This is an optimization exercise on Yosys and OpenROAD, whose aim is small area, a short achievable clock period and few clock cycles per item, not a production implementation.
The RTL was checked by simulation tests, not by an equivalence proof against the original design.
Power and IR drop assume default switching activity.

==> run X <==
==> flow/design.v <==
module aes_key_sched_iter #(
  parameter logic [2:0] MODES_EN = 3'b111,
  parameter int         IDX_W    = 6
) (
  input  logic             clk,
  input  logic             rst_n,
  input  logic             start,
  input  logic [1:0]       mode,
  input  logic [255:0]     key_in,
  output logic             busy,
  output logic             word_valid,
  input  logic             word_ready,
  output logic [31:0]      word_out,
  output logic [IDX_W-1:0] word_idx,
  output logic             done,
  output logic             err
);
  function automatic logic [7:0] vmap(input logic [7:0] u);
    vmap[7] = ^(u & 8'b10000100);
    vmap[6] = ^(u & 8'b00100010);
    vmap[5] = ^(u & 8'b00000001);
    vmap[4] = ^(u & 8'b01100000);
    vmap[3] = ^(u & 8'b01000100);
    vmap[2] = ^(u & 8'b00001010);
    vmap[1] = ^(u & 8'b00100001);
    vmap[0] = ^(u & 8'b10010000);
  endfunction
  function automatic logic [3:0] sbox_mid(input logic [7:0] v);
    logic V0, V1, V2, V3, V4, V5, V6, V7, U7;
    logic T1, T2, T3, T4, T6, T8, T9, T10, T13, T14, T15, T16;
    logic T17, T19, T20, T22, T23, T24, T25, T26, T27;
    logic M1, M2, M3, M4, M5, M6, M7, M8, M9, M10, M11, M12, M13, M14, M15, M16;
    logic M17, M18, M19, M20, M21, M22, M23, M24, M25, M26, M27, M28, M29, M30;
    logic M31, M32, M33, M34, M35, M36, M37, M38, M39, M40;
    {V0, V1, V2, V3, V4, V5, V6, V7} = v;
    T1 = V7;
    T2 = V0;
    T3 = V0 ^ V1 ^ V3 ^ V4;
    T4 = V0 ^ V7;
    T6 = V5 ^ V7;
    T8 = V2 ^ V5 ^ V7;
    T9 = V2 ^ V3;
    T10 = V3 ^ V5 ^ V7;
    T13 = V1 ^ V3 ^ V4 ^ V7;
    T14 = V4 ^ V5 ^ V7;
    T15 = V4 ^ V5;
    T16 = V3 ^ V4 ^ V5;
    T17 = V2 ^ V4 ^ V5;
    T19 = V0 ^ V4 ^ V6 ^ V7;
    T20 = V0 ^ V4 ^ V6;
    T22 = V1 ^ V3 ^ V6;
    T23 = V0 ^ V1 ^ V3 ^ V6;
    T24 = V0 ^ V3 ^ V5 ^ V7;
    T25 = V0 ^ V2 ^ V5 ^ V6;
    T26 = V0 ^ V1 ^ V5;
    T27 = V3 ^ V4 ^ V7;
    U7 = V2;
    M1 = T13 & T6;  M2 = T23 & T8;  M3 = T14 ^ M1;  M4 = T19 & U7;
    M5 = M4 ^ M1;   M6 = T3 & T16;  M7 = T22 & T9;  M8 = T26 ^ M6;
    M9 = T20 & T17; M10 = M9 ^ M6;  M11 = T1 & T15; M12 = T4 & T27;
    M13 = M12 ^ M11; M14 = T2 & T10; M15 = M14 ^ M11; M16 = M3 ^ M2;
    M17 = M5 ^ T24; M18 = M8 ^ M7;  M19 = M10 ^ M15; M20 = M16 ^ M13;
    M21 = M17 ^ M15; M22 = M18 ^ M13; M23 = M19 ^ T25;
    M24 = M22 ^ M23;
    M25 = M22 & M20; M26 = M21 ^ M25; M27 = M20 ^ M21; M28 = M23 ^ M25;
    M29 = M28 & M27; M30 = M26 & M24; M31 = M20 & M23; M32 = M27 & M31;
    M33 = M27 ^ M25; M34 = M21 & M22; M35 = M24 & M34; M36 = M24 ^ M25;
    M37 = M21 ^ M29; M38 = M32 ^ M33; M39 = M23 ^ M30; M40 = M35 ^ M36;
    sbox_mid = {M37, M38, M39, M40};
  endfunction
  function automatic logic [7:0] sbox_out(input logic [7:0] v, input logic [3:0] m);
    logic V0, V1, V2, V3, V4, V5, V6, V7, U7;
    logic T1, T2, T3, T4, T6, T8, T9, T10, T13, T15, T16;
    logic T17, T19, T20, T22, T23, T27;
    logic M37, M38, M39, M40, M41, M42, M43, M44;
    logic M45, M46, M47, M48, M49, M50, M51, M52, M53, M54, M55, M56, M57, M58;
    logic M59, M60, M61, M62, M63;
    logic L0, L1, L2, L3, L4, L5, L6, L7, L8, L9, L10, L11, L12, L13, L14, L15;
    logic L16, L17, L18, L19, L20, L21, L22, L23, L24, L25, L26, L27, L28, L29;
    {V0, V1, V2, V3, V4, V5, V6, V7} = v;
    T1 = V7;
    T2 = V0;
    T3 = V0 ^ V1 ^ V3 ^ V4;
    T4 = V0 ^ V7;
    T6 = V5 ^ V7;
    T8 = V2 ^ V5 ^ V7;
    T9 = V2 ^ V3;
    T10 = V3 ^ V5 ^ V7;
    T13 = V1 ^ V3 ^ V4 ^ V7;
    T15 = V4 ^ V5;
    T16 = V3 ^ V4 ^ V5;
    T17 = V2 ^ V4 ^ V5;
    T19 = V0 ^ V4 ^ V6 ^ V7;
    T20 = V0 ^ V4 ^ V6;
    T22 = V1 ^ V3 ^ V6;
    T23 = V0 ^ V1 ^ V3 ^ V6;
    T27 = V3 ^ V4 ^ V7;
    U7 = V2;
    {M37, M38, M39, M40} = m;
    M41 = M38 ^ M40; M42 = M37 ^ M39; M43 = M37 ^ M38; M44 = M39 ^ M40;
    M45 = M42 ^ M41;
    M46 = M44 & T6;  M47 = M40 & T8;  M48 = M39 & U7;  M49 = M43 & T16;
    M50 = M38 & T9;  M51 = M37 & T17; M52 = M42 & T15; M53 = M45 & T27;
    M54 = M41 & T10; M55 = M44 & T13; M56 = M40 & T23; M57 = M39 & T19;
    M58 = M43 & T3;  M59 = M38 & T22; M60 = M37 & T20; M61 = M42 & T1;
    M62 = M45 & T4;  M63 = M41 & T2;
    L0 = M61 ^ M62;  L1 = M50 ^ M56;  L2 = M46 ^ M48;  L3 = M47 ^ M55;
    L4 = M54 ^ M58;  L5 = M49 ^ M61;  L6 = M62 ^ L5;   L7 = M46 ^ L3;
    L8 = M51 ^ M59;  L9 = M52 ^ M53;  L10 = M53 ^ L4;  L11 = M60 ^ L2;
    L12 = M48 ^ M51; L13 = M50 ^ L0;  L14 = M52 ^ M61; L15 = M55 ^ L1;
    L16 = M56 ^ L0;  L17 = M57 ^ L1;  L18 = M58 ^ L8;  L19 = M63 ^ L4;
    L20 = L0 ^ L1;   L21 = L1 ^ L7;   L22 = L3 ^ L12;  L23 = L18 ^ L2;
    L24 = L15 ^ L9;  L25 = L6 ^ L10;  L26 = L7 ^ L9;   L27 = L8 ^ L10;
    L28 = L11 ^ L14; L29 = L11 ^ L17;
    sbox_out = {L6 ^ L24, ~(L16 ^ L26), ~(L19 ^ L28), L6 ^ L21,
               L20 ^ L22, L25 ^ L29, ~(L13 ^ L27), ~(L6 ^ L23)};
  endfunction
  function automatic logic [7:0] decode(input logic [IDX_W-1:0] i, input logic [2:0] q,
                                        input logic [1:0] md);
    logic kp, d4, d3, d2, d1, rot, nrot, last;
    kp = 1'b0; d4 = 1'b0; d3 = 1'b0; d2 = 1'b0; d1 = 1'b0;
    rot = 1'b0; nrot = 1'b0; last = 1'b0;
    case (md)
      2'd0: begin
        kp   = (i < IDX_W'(3));
        d4   = (q == 3'd3); d3 = (q == 3'd0); d2 = (q == 3'd1); d1 = (q == 3'd2);
        rot  = (q == 3'd3);
        last = (i == IDX_W'(43));
      end
      2'd1: begin
        kp   = (i < IDX_W'(5));
        d4   = (q == 3'd1); d3 = (q == 3'd2); d2 = (q == 3'd3); d1 = (q == 3'd4);
        rot  = (q == 3'd5);
        last = (i == IDX_W'(51));
      end
      default: begin
        kp   = (i < IDX_W'(7));
        d4   = (q[1:0] == 2'd3); d3 = (q[1:0] == 2'd0);
        d2   = (q[1:0] == 2'd1); d1 = (q[1:0] == 2'd2);
        rot  = (q == 3'd7);
        nrot = (q == 3'd3) && (i > IDX_W'(7));
        last = (i == IDX_W'(59));
      end
    endcase
    decode = {kp, d4, d3, d2, d1, rot, nrot, last};
  endfunction
  logic             busy_q, idle_q, done_q, err_q;   
  logic [IDX_W-1:0] idx_q, idx_n;
  logic [2:0]       q_q, q_n;       
  logic [1:0]       md_q, md_n;     
  logic [2:0]       nk_q;           
  logic [7:0]       c_q;            
  logic             c_kp, c_d4, c_d3, c_d2, c_d1, c_rot, c_nrot, c_last;
  logic [7:0]       rcon_q;
  logic [7:0]       xa_q, ya_q;     
  logic [7:0]       xb_q, yb_q;     
  logic [3:0]       xm_q, ym_q;     
  logic [7:0]       sb0_q, sb1_q, sb2_q, sb3_q;   
  logic [31:0]      s_q [8];
  logic             mode_ok, take, ld, adv, hold, busy_n;
  logic [7:0]       c_ld, c_adv;
  logic [31:0]      sh [8];         
  logic [31:0]      temp, new_word, e4, e3;
  logic [7:0]       xin, yin, xout, yout;
  always_comb begin
    case (mode)
      2'd0:    mode_ok = MODES_EN[0];
      2'd1:    mode_ok = MODES_EN[1];
      2'd2:    mode_ok = MODES_EN[2];
      default: mode_ok = 1'b0;
    endcase
  end
  assign {c_kp, c_d4, c_d3, c_d2, c_d1, c_rot, c_nrot, c_last} = c_q;
  assign take  = start && idle_q && mode_ok;
  assign ld    = idle_q;
  assign adv   = !idle_q && word_ready;
  assign hold  = !idle_q && !word_ready;
  always_comb begin
    idx_n = idx_q;
    q_n   = q_q;
    md_n  = md_q;
    if (ld) begin
      idx_n = '0;
      q_n   = 3'd0;
      md_n  = mode;
    end else if (adv) begin
      idx_n = idx_q + 1'b1;
      q_n   = c_rot ? 3'd0 : q_q + 3'd1;
    end
    c_ld  = decode('0, 3'd0, mode);
    c_adv = decode(idx_q + 1'b1, c_rot ? 3'd0 : q_q + 3'd1, md_q);
    busy_n = take || (!idle_q && !(adv && c_last));
  end
  always_comb begin
    temp = ({32{c_rot}}  & {sb1_q ^ rcon_q, sb2_q, sb3_q, sb0_q})
         | ({32{c_nrot}} & {sb0_q, sb1_q, sb2_q, sb3_q})
         | ({32{!c_rot && !c_nrot && !c_kp}} & s_q[7]);
    new_word = s_q[0] ^ temp;
    for (int k = 0; k < 7; k++) sh[k] = s_q[k+1];
    if (nk_q[0]) sh[2] = s_q[7];
    if (nk_q[1]) sh[4] = s_q[7];
    sh[7] = new_word;
    e4 = c_kp ? s_q[3] : (temp ^ (s_q[0] ^ s_q[1] ^ s_q[2] ^ (nk_q[0] ? s_q[7] : s_q[3])));
    e3 = c_kp ? s_q[2] : (s_q[7] ^ s_q[0] ^ s_q[1] ^ s_q[2]);
    xin  = c_d4 ? e4[31:24] : e3[23:16];
    yin  = c_d4 ? e4[15:8]  : e3[7:0];
    xout = sbox_out(xb_q, xm_q);
    yout = sbox_out(yb_q, ym_q);
  end
  always_ff @(posedge clk) begin
    if (!rst_n) begin
      busy_q <= 1'b0;
      idle_q <= 1'b1;
      done_q <= 1'b0;
      err_q  <= 1'b0;
    end else begin
      done_q <= adv && c_last;
      err_q  <= start && idle_q && !mode_ok;
      busy_q <= busy_n;
      idle_q <= !busy_n;
    end
  end
  always_ff @(posedge clk) begin
    idx_q <= idx_n;
    q_q   <= q_n;
    md_q  <= md_n;
    nk_q  <= {md_n == 2'd2, md_n == 2'd1, md_n == 2'd0};
    if (ld)       c_q <= c_ld;
    else if (adv) c_q <= c_adv;
    for (int k = 0; k < 7; k++)
      s_q[k] <= ({32{ld}} & key_in[223 - 32*k -: 32]) | ({32{adv}} & sh[k])
              | ({32{hold}} & s_q[k]);
    s_q[7] <= ({32{ld}} & key_in[255:224]) | ({32{adv}} & sh[7]) | ({32{hold}} & s_q[7]);
    if (ld) begin
      rcon_q <= 8'h01;
    end else if (adv && c_rot) begin
      rcon_q <= {rcon_q[6:0], 1'b0} ^ (rcon_q[7] ? 8'h1b : 8'h00);
    end
    if (ld) begin
      xa_q <= vmap(key_in[159:152]);
      ya_q <= vmap(key_in[143:136]);
    end else if (adv) begin
      if (c_d4 || c_d3) begin xa_q <= vmap(xin); ya_q <= vmap(yin); end
      if (c_d3 || c_d2) begin
        xb_q <= xa_q; xm_q <= sbox_mid(xa_q);
        yb_q <= ya_q; ym_q <= sbox_mid(ya_q);
      end
      if (c_d2) begin sb0_q <= xout; sb2_q <= yout; end
      if (c_d1) begin sb1_q <= xout; sb3_q <= yout; end
    end
  end
  assign busy       = busy_q;
  assign word_valid = busy_q;
  assign done       = done_q;
  assign err        = err_q;
  assign word_out   = s_q[7];
  assign word_idx   = idx_q;
endmodule
==> flow/flow/run.sh <==
#!/bin/bash
# Standard layout with two changes:
#  - the combinational logic is mapped with an area-oriented ABC script
#    (flow/abc_map.script) instead of ORFS's speed script; the resizer's
#    timing repair later sizes what needs it. Registers are mapped by the
#    standard dfflibmap step before ABC runs, so they are unchanged.
#  - the port buffers that global placement inserts are
#    sky130_fd_sc_hd__buf_1; later repair steps may still resize them.
set -euo pipefail
cd "$(dirname "$0")/.."
rm -rf scripts_copy
cp -r "$FLOW_HOME/scripts" scripts_copy
cp flow/abc_map.script scripts_copy/abc_speed.script
export SCRIPTS_DIR="$PWD/scripts_copy"
export BUFFER_PORTS_ARGS="-buffer_cell sky130_fd_sc_hd__buf_1"
bash standard.sh > standard.log 2>&1
==> flow/flow/abc_map.script <==
strash
&get -n
&st
&dch
&nf
&put
topo
stime -c
==> flow/standard.sh <==
#!/bin/bash
# synth_recipe.tcl (not shown) runs the flow's synth.tcl, then flattens the netlist and writes it again
# the make line also repeats each setting of config.mk as NAME=value (left out here)
make -C /OpenROAD-flow-scripts/flow DESIGN_CONFIG=/design/flow/config.mk WORK_HOME=/design/flow/orfs CLKGATE_MAP_FILE= SYNTH_SCRIPT=/design/flow/synth_recipe.tcl "${@:-finish}"
==> flow/config.mk <==
export PLATFORM = sky130hd
export DESIGN_NAME = aes_key_sched_iter
export DESIGN_NICKNAME = aes_key_sched_iter
export VERILOG_FILES = /design/flow/design.v
export SDC_FILE = /design/flow/constraint.sdc
export NUM_CORES = 4
export LEC_CHECK = 0
export CAP_MARGIN = 20
export CORE_MARGIN = 2
export CORE_UTILIZATION = 55
export CTS_CLUSTER_DIAMETER = 100
export CTS_CLUSTER_SIZE = 24
export SETUP_SLACK_MARGIN = 3.45
export SLEW_MARGIN = 20
==> flow/constraint.sdc <==
create_clock -name core_clock -period 6.0 [get_ports {clk}]
set_input_delay 1.2000 -clock core_clock [delete_from_list [all_inputs] [get_ports {clk}]]
set_output_delay 1.2000 -clock core_clock [all_outputs]
set_load 0.01 [all_outputs]
==> run K: changes against run X <==
--- a/flow/design.v
+++ b/flow/design.v
@@ -15,46 +15,21 @@
   output logic             done,
   output logic             err
 );
-  function automatic logic [7:0] vmap(input logic [7:0] u);
-    vmap[7] = ^(u & 8'b10000100);
-    vmap[6] = ^(u & 8'b00100010);
-    vmap[5] = ^(u & 8'b00000001);
-    vmap[4] = ^(u & 8'b01100000);
-    vmap[3] = ^(u & 8'b01000100);
-    vmap[2] = ^(u & 8'b00001010);
-    vmap[1] = ^(u & 8'b00100001);
-    vmap[0] = ^(u & 8'b10010000);
-  endfunction
-  function automatic logic [3:0] sbox_mid(input logic [7:0] v);
-    logic V0, V1, V2, V3, V4, V5, V6, V7, U7;
-    logic T1, T2, T3, T4, T6, T8, T9, T10, T13, T14, T15, T16;
-    logic T17, T19, T20, T22, T23, T24, T25, T26, T27;
+  function automatic logic [3:0] sbox_mid(input logic [7:0] a);
+    logic U0, U1, U2, U3, U4, U5, U6, U7;
+    logic T1, T2, T3, T4, T5, T6, T7, T8, T9, T10, T11, T12, T13, T14, T15, T16;
+    logic T17, T18, T19, T20, T21, T22, T23, T24, T25, T26, T27;
     logic M1, M2, M3, M4, M5, M6, M7, M8, M9, M10, M11, M12, M13, M14, M15, M16;
     logic M17, M18, M19, M20, M21, M22, M23, M24, M25, M26, M27, M28, M29, M30;
     logic M31, M32, M33, M34, M35, M36, M37, M38, M39, M40;
-    {V0, V1, V2, V3, V4, V5, V6, V7} = v;
-    T1 = V7;
-    T2 = V0;
-    T3 = V0 ^ V1 ^ V3 ^ V4;
-    T4 = V0 ^ V7;
-    T6 = V5 ^ V7;
-    T8 = V2 ^ V5 ^ V7;
-    T9 = V2 ^ V3;
-    T10 = V3 ^ V5 ^ V7;
-    T13 = V1 ^ V3 ^ V4 ^ V7;
-    T14 = V4 ^ V5 ^ V7;
-    T15 = V4 ^ V5;
-    T16 = V3 ^ V4 ^ V5;
-    T17 = V2 ^ V4 ^ V5;
-    T19 = V0 ^ V4 ^ V6 ^ V7;
-    T20 = V0 ^ V4 ^ V6;
-    T22 = V1 ^ V3 ^ V6;
-    T23 = V0 ^ V1 ^ V3 ^ V6;
-    T24 = V0 ^ V3 ^ V5 ^ V7;
-    T25 = V0 ^ V2 ^ V5 ^ V6;
-    T26 = V0 ^ V1 ^ V5;
-    T27 = V3 ^ V4 ^ V7;
-    U7 = V2;
+    {U0, U1, U2, U3, U4, U5, U6, U7} = a;
+    T1 = U0 ^ U3;   T2 = U0 ^ U5;   T3 = U0 ^ U6;   T4 = U3 ^ U5;
+    T5 = U4 ^ U6;   T6 = T1 ^ T5;   T7 = U1 ^ U2;   T8 = U7 ^ T6;
+    T9 = U7 ^ T7;   T10 = T6 ^ T7;  T11 = U1 ^ U5;  T12 = U2 ^ U5;
+    T13 = T3 ^ T4;  T14 = T6 ^ T11; T15 = T5 ^ T11; T16 = T5 ^ T12;
+    T17 = T9 ^ T16; T18 = U3 ^ U7;  T19 = T7 ^ T18; T20 = T1 ^ T19;
+    T21 = U6 ^ U7;  T22 = T7 ^ T21; T23 = T2 ^ T22; T24 = T2 ^ T10;
+    T25 = T20 ^ T17; T26 = T3 ^ T16; T27 = T1 ^ T12;
     M1 = T13 & T6;  M2 = T23 & T8;  M3 = T14 ^ M1;  M4 = T19 & U7;
     M5 = M4 ^ M1;   M6 = T3 & T16;  M7 = T22 & T9;  M8 = T26 ^ M6;
     M9 = T20 & T17; M10 = M9 ^ M6;  M11 = T1 & T15; M12 = T4 & T27;
@@ -68,35 +43,23 @@
     M37 = M21 ^ M29; M38 = M32 ^ M33; M39 = M23 ^ M30; M40 = M35 ^ M36;
     sbox_mid = {M37, M38, M39, M40};
   endfunction
-  function automatic logic [7:0] sbox_out(input logic [7:0] v, input logic [3:0] m);
-    logic V0, V1, V2, V3, V4, V5, V6, V7, U7;
-    logic T1, T2, T3, T4, T6, T8, T9, T10, T13, T15, T16;
-    logic T17, T19, T20, T22, T23, T27;
+  function automatic logic [7:0] sbox_out(input logic [7:0] a, input logic [3:0] m);
+    logic U0, U1, U2, U3, U4, U5, U6, U7;
+    logic T1, T2, T3, T4, T5, T6, T7, T8, T9, T10, T11, T12, T13, T15, T16;
+    logic T17, T18, T19, T20, T21, T22, T23, T27;
     logic M37, M38, M39, M40, M41, M42, M43, M44;
     logic M45, M46, M47, M48, M49, M50, M51, M52, M53, M54, M55, M56, M57, M58;
     logic M59, M60, M61, M62, M63;
     logic L0, L1, L2, L3, L4, L5, L6, L7, L8, L9, L10, L11, L12, L13, L14, L15;
     logic L16, L17, L18, L19, L20, L21, L22, L23, L24, L25, L26, L27, L28, L29;
-    {V0, V1, V2, V3, V4, V5, V6, V7} = v;
-    T1 = V7;
-    T2 = V0;
-    T3 = V0 ^ V1 ^ V3 ^ V4;
-    T4 = V0 ^ V7;
-    T6 = V5 ^ V7;
-    T8 = V2 ^ V5 ^ V7;
-    T9 = V2 ^ V3;
-    T10 = V3 ^ V5 ^ V7;
-    T13 = V1 ^ V3 ^ V4 ^ V7;
-    T15 = V4 ^ V5;
-    T16 = V3 ^ V4 ^ V5;
-    T17 = V2 ^ V4 ^ V5;
-    T19 = V0 ^ V4 ^ V6 ^ V7;
-    T20 = V0 ^ V4 ^ V6;
-    T22 = V1 ^ V3 ^ V6;
-    T23 = V0 ^ V1 ^ V3 ^ V6;
-    T27 = V3 ^ V4 ^ V7;
-    U7 = V2;
+    {U0, U1, U2, U3, U4, U5, U6, U7} = a;
     {M37, M38, M39, M40} = m;
+    T1 = U0 ^ U3;   T2 = U0 ^ U5;   T3 = U0 ^ U6;   T4 = U3 ^ U5;
+    T5 = U4 ^ U6;   T6 = T1 ^ T5;   T7 = U1 ^ U2;   T8 = U7 ^ T6;
+    T9 = U7 ^ T7;   T10 = T6 ^ T7;  T11 = U1 ^ U5;  T12 = U2 ^ U5;
+    T13 = T3 ^ T4;  T15 = T5 ^ T11; T16 = T5 ^ T12;
+    T17 = T9 ^ T16; T18 = U3 ^ U7;  T19 = T7 ^ T18; T20 = T1 ^ T19;
+    T21 = U6 ^ U7;  T22 = T7 ^ T21; T23 = T2 ^ T22; T27 = T1 ^ T12;
     M41 = M38 ^ M40; M42 = M37 ^ M39; M43 = M37 ^ M38; M44 = M39 ^ M40;
     M45 = M42 ^ M41;
     M46 = M44 & T6;  M47 = M40 & T8;  M48 = M39 & U7;  M49 = M43 & T16;
@@ -116,7 +79,7 @@
                L20 ^ L22, L25 ^ L29, ~(L13 ^ L27), ~(L6 ^ L23)};
   endfunction
   function automatic logic [7:0] decode(input logic [IDX_W-1:0] i, input logic [2:0] q,
-                                        input logic [1:0] md);
+                                        input logic [1:0] md, input logic pre);
     logic kp, d4, d3, d2, d1, rot, nrot, last;
     kp = 1'b0; d4 = 1'b0; d3 = 1'b0; d2 = 1'b0; d1 = 1'b0;
     rot = 1'b0; nrot = 1'b0; last = 1'b0;
@@ -142,9 +105,13 @@
         last = (i == IDX_W'(59));
       end
     endcase
+    if (pre) begin
+      kp = 1'b1; d4 = 1'b1; d3 = 1'b0; d2 = 1'b0; d1 = 1'b0;
+      rot = 1'b0; nrot = 1'b0; last = 1'b0;
+    end
     decode = {kp, d4, d3, d2, d1, rot, nrot, last};
   endfunction
-  logic             busy_q, idle_q, done_q, err_q;   
+  logic             busy_q, pre_q, done_q, err_q;
   logic [IDX_W-1:0] idx_q, idx_n;
   logic [2:0]       q_q, q_n;       
   logic [1:0]       md_q, md_n;     
@@ -157,8 +124,7 @@
   logic [3:0]       xm_q, ym_q;     
   logic [7:0]       sb0_q, sb1_q, sb2_q, sb3_q;   
   logic [31:0]      s_q [8];
-  logic             mode_ok, take, ld, adv, hold, busy_n;
-  logic [7:0]       c_ld, c_adv;
+  logic             mode_ok, take, pre_n, ld, adv, hold, step;
   logic [31:0]      sh [8];         
   logic [31:0]      temp, new_word, e4, e3;
   logic [7:0]       xin, yin, xout, yout;
@@ -171,10 +137,12 @@
     endcase
   end
   assign {c_kp, c_d4, c_d3, c_d2, c_d1, c_rot, c_nrot, c_last} = c_q;
-  assign take  = start && idle_q && mode_ok;
-  assign ld    = idle_q;
-  assign adv   = !idle_q && word_ready;
-  assign hold  = !idle_q && !word_ready;
+  assign take  = start && !busy_q && mode_ok;
+  assign pre_n = take && (mode == 2'd0);
+  assign ld    = !busy_q;
+  assign adv   = busy_q && !pre_q && word_ready;
+  assign hold  = busy_q && (pre_q || !word_ready);
+  assign step  = adv || pre_q;      
   always_comb begin
     idx_n = idx_q;
     q_n   = q_q;
@@ -187,9 +155,6 @@
       idx_n = idx_q + 1'b1;
       q_n   = c_rot ? 3'd0 : q_q + 3'd1;
     end
-    c_ld  = decode('0, 3'd0, mode);
-    c_adv = decode(idx_q + 1'b1, c_rot ? 3'd0 : q_q + 3'd1, md_q);
-    busy_n = take || (!idle_q && !(adv && c_last));
   end
   always_comb begin
     temp = ({32{c_rot}}  & {sb1_q ^ rcon_q, sb2_q, sb3_q, sb0_q})
@@ -200,7 +165,8 @@
     if (nk_q[0]) sh[2] = s_q[7];
     if (nk_q[1]) sh[4] = s_q[7];
     sh[7] = new_word;
-    e4 = c_kp ? s_q[3] : (temp ^ (s_q[0] ^ s_q[1] ^ s_q[2] ^ (nk_q[0] ? s_q[7] : s_q[3])));
+    if (c_kp) e4 = nk_q[0] ? s_q[2] : s_q[3];
+    else      e4 = new_word ^ s_q[1] ^ s_q[2] ^ (nk_q[0] ? s_q[7] : s_q[3]);
     e3 = c_kp ? s_q[2] : (s_q[7] ^ s_q[0] ^ s_q[1] ^ s_q[2]);
     xin  = c_d4 ? e4[31:24] : e3[23:16];
     yin  = c_d4 ? e4[15:8]  : e3[7:0];
@@ -210,14 +176,15 @@
   always_ff @(posedge clk) begin
     if (!rst_n) begin
       busy_q <= 1'b0;
-      idle_q <= 1'b1;
+      pre_q  <= 1'b0;
       done_q <= 1'b0;
       err_q  <= 1'b0;
     end else begin
+      pre_q  <= pre_n;
       done_q <= adv && c_last;
-      err_q  <= start && idle_q && !mode_ok;
-      busy_q <= busy_n;
-      idle_q <= !busy_n;
+      err_q  <= start && !busy_q && !mode_ok;
+      if (take)               busy_q <= 1'b1;
+      else if (adv && c_last) busy_q <= 1'b0;
     end
   end
   always_ff @(posedge clk) begin
@@ -225,8 +192,7 @@
     q_q   <= q_n;
     md_q  <= md_n;
     nk_q  <= {md_n == 2'd2, md_n == 2'd1, md_n == 2'd0};
-    if (ld)       c_q <= c_ld;
-    else if (adv) c_q <= c_adv;
+    c_q   <= decode(idx_n, q_n, md_n, ld && (mode == 2'd0));
     for (int k = 0; k < 7; k++)
       s_q[k] <= ({32{ld}} & key_in[223 - 32*k -: 32]) | ({32{adv}} & sh[k])
               | ({32{hold}} & s_q[k]);
@@ -236,11 +202,8 @@
     end else if (adv && c_rot) begin
       rcon_q <= {rcon_q[6:0], 1'b0} ^ (rcon_q[7] ? 8'h1b : 8'h00);
     end
-    if (ld) begin
-      xa_q <= vmap(key_in[159:152]);
-      ya_q <= vmap(key_in[143:136]);
-    end else if (adv) begin
-      if (c_d4 || c_d3) begin xa_q <= vmap(xin); ya_q <= vmap(yin); end
+    if (step) begin
+      if (c_d4 || c_d3) begin xa_q <= xin; ya_q <= yin; end
       if (c_d3 || c_d2) begin
         xb_q <= xa_q; xm_q <= sbox_mid(xa_q);
         yb_q <= ya_q; ym_q <= sbox_mid(ya_q);
@@ -250,7 +213,7 @@
     end
   end
   assign busy       = busy_q;
-  assign word_valid = busy_q;
+  assign word_valid = busy_q && !pre_q;
   assign done       = done_q;
   assign err        = err_q;
   assign word_out   = s_q[7];
==> flow/flow/run.sh (replaced) <==
#!/bin/bash
# Standard layout, but the port buffers that global placement inserts are
# sky130_fd_sc_hd__buf_1 instead of the resizer's default pick; later repair
# steps may still resize them.
set -euo pipefail
cd "$(dirname "$0")/.."
export BUFFER_PORTS_ARGS="-buffer_cell sky130_fd_sc_hd__buf_1"
bash standard.sh > standard.log 2>&1
- CORE_UTILIZATION: 55 -> 40
- SETUP_SLACK_MARGIN: 3.45 -> 4.0
removed: flow/flow/abc_map.script
==> comparison table <==
metric	run X	run K
Beginning of the worst register-to-register path	xa_q[4]	ya_q[3]
GP Congestion	0.884	0.881
Multiplexer area fraction after synthesis	0.0512	0.0737
Adder-cell share of the synthesized area	0.00359	0.00489
Maximum frequency from static timing analysis	398 MHz	341 MHz
Run status	complete, no violations	complete, no violations
Count of filler cells inserted in the layout	2689	4301
Switching pwr	2860 uW	2990 uW
R2r setup slk	3.49 ns	3.06 ns
Shortest period the worst path allows	2.51 ns	2.94 ns
Post-synth top area share	0.331	0.290
Number of DRC markers after the initial detailed-route iteration	1600	1825
Clock Pin Slew Worst Setup and Hold Paths	0.11 ns	0.10 ns
Global-route wire length before repair	74900 um	115000 um
Die width	182 um	227 um
Fin crit share	0.418	0.489
P_clk	1420 uW	1470 uW
Final worst hold slack	0.451 ns	0.469 ns
Via Count	14700	19600
Total routed wire length on the met1 layer	21600 um	33400 um
Testbench counts of run X, summed over its fixed seeds: cycles 27,072, words 26,552.
Testbench counts of run K, summed over its fixed seeds: cycles 27,251, words 26,552.

re-timing with driven ports:
Ports are ideal in the flow. The routed layouts listed here were re-timed in OpenROAD. Step 1 assumes that a clkbuf_16 drives the clock port and a buf_2 every other input. Step 2 moves the port delays by t, midway between the first and last clock arrival at a register: inputs arrive t later, outputs are due t later. That takes back most of the time a late clock gives input paths. a / b / c = no drivers / after step 1 / after step 2; a / b = the first two.
run | t (ns) | setup slack, ns | latest minus earliest clock arrival (ns) | worst register clock-pin slew, ns | worst slew at a driven data input, ns
run X | 0.567 | 3.489 / 3.469 / 3.014 | 0.036 / 0.036 | 0.11 / 0.11 | 0.07
run K | 0.609 | 3.063 / 3.063 / 3.063 | 0.021 / 0.022 | 0.11 / 0.11 | 0.13
After both steps every run listed still meets setup and hold. For run X, which loses most, drivers alone change the setup slack by -0.020 ns; drivers and shift together by -0.475 ns.
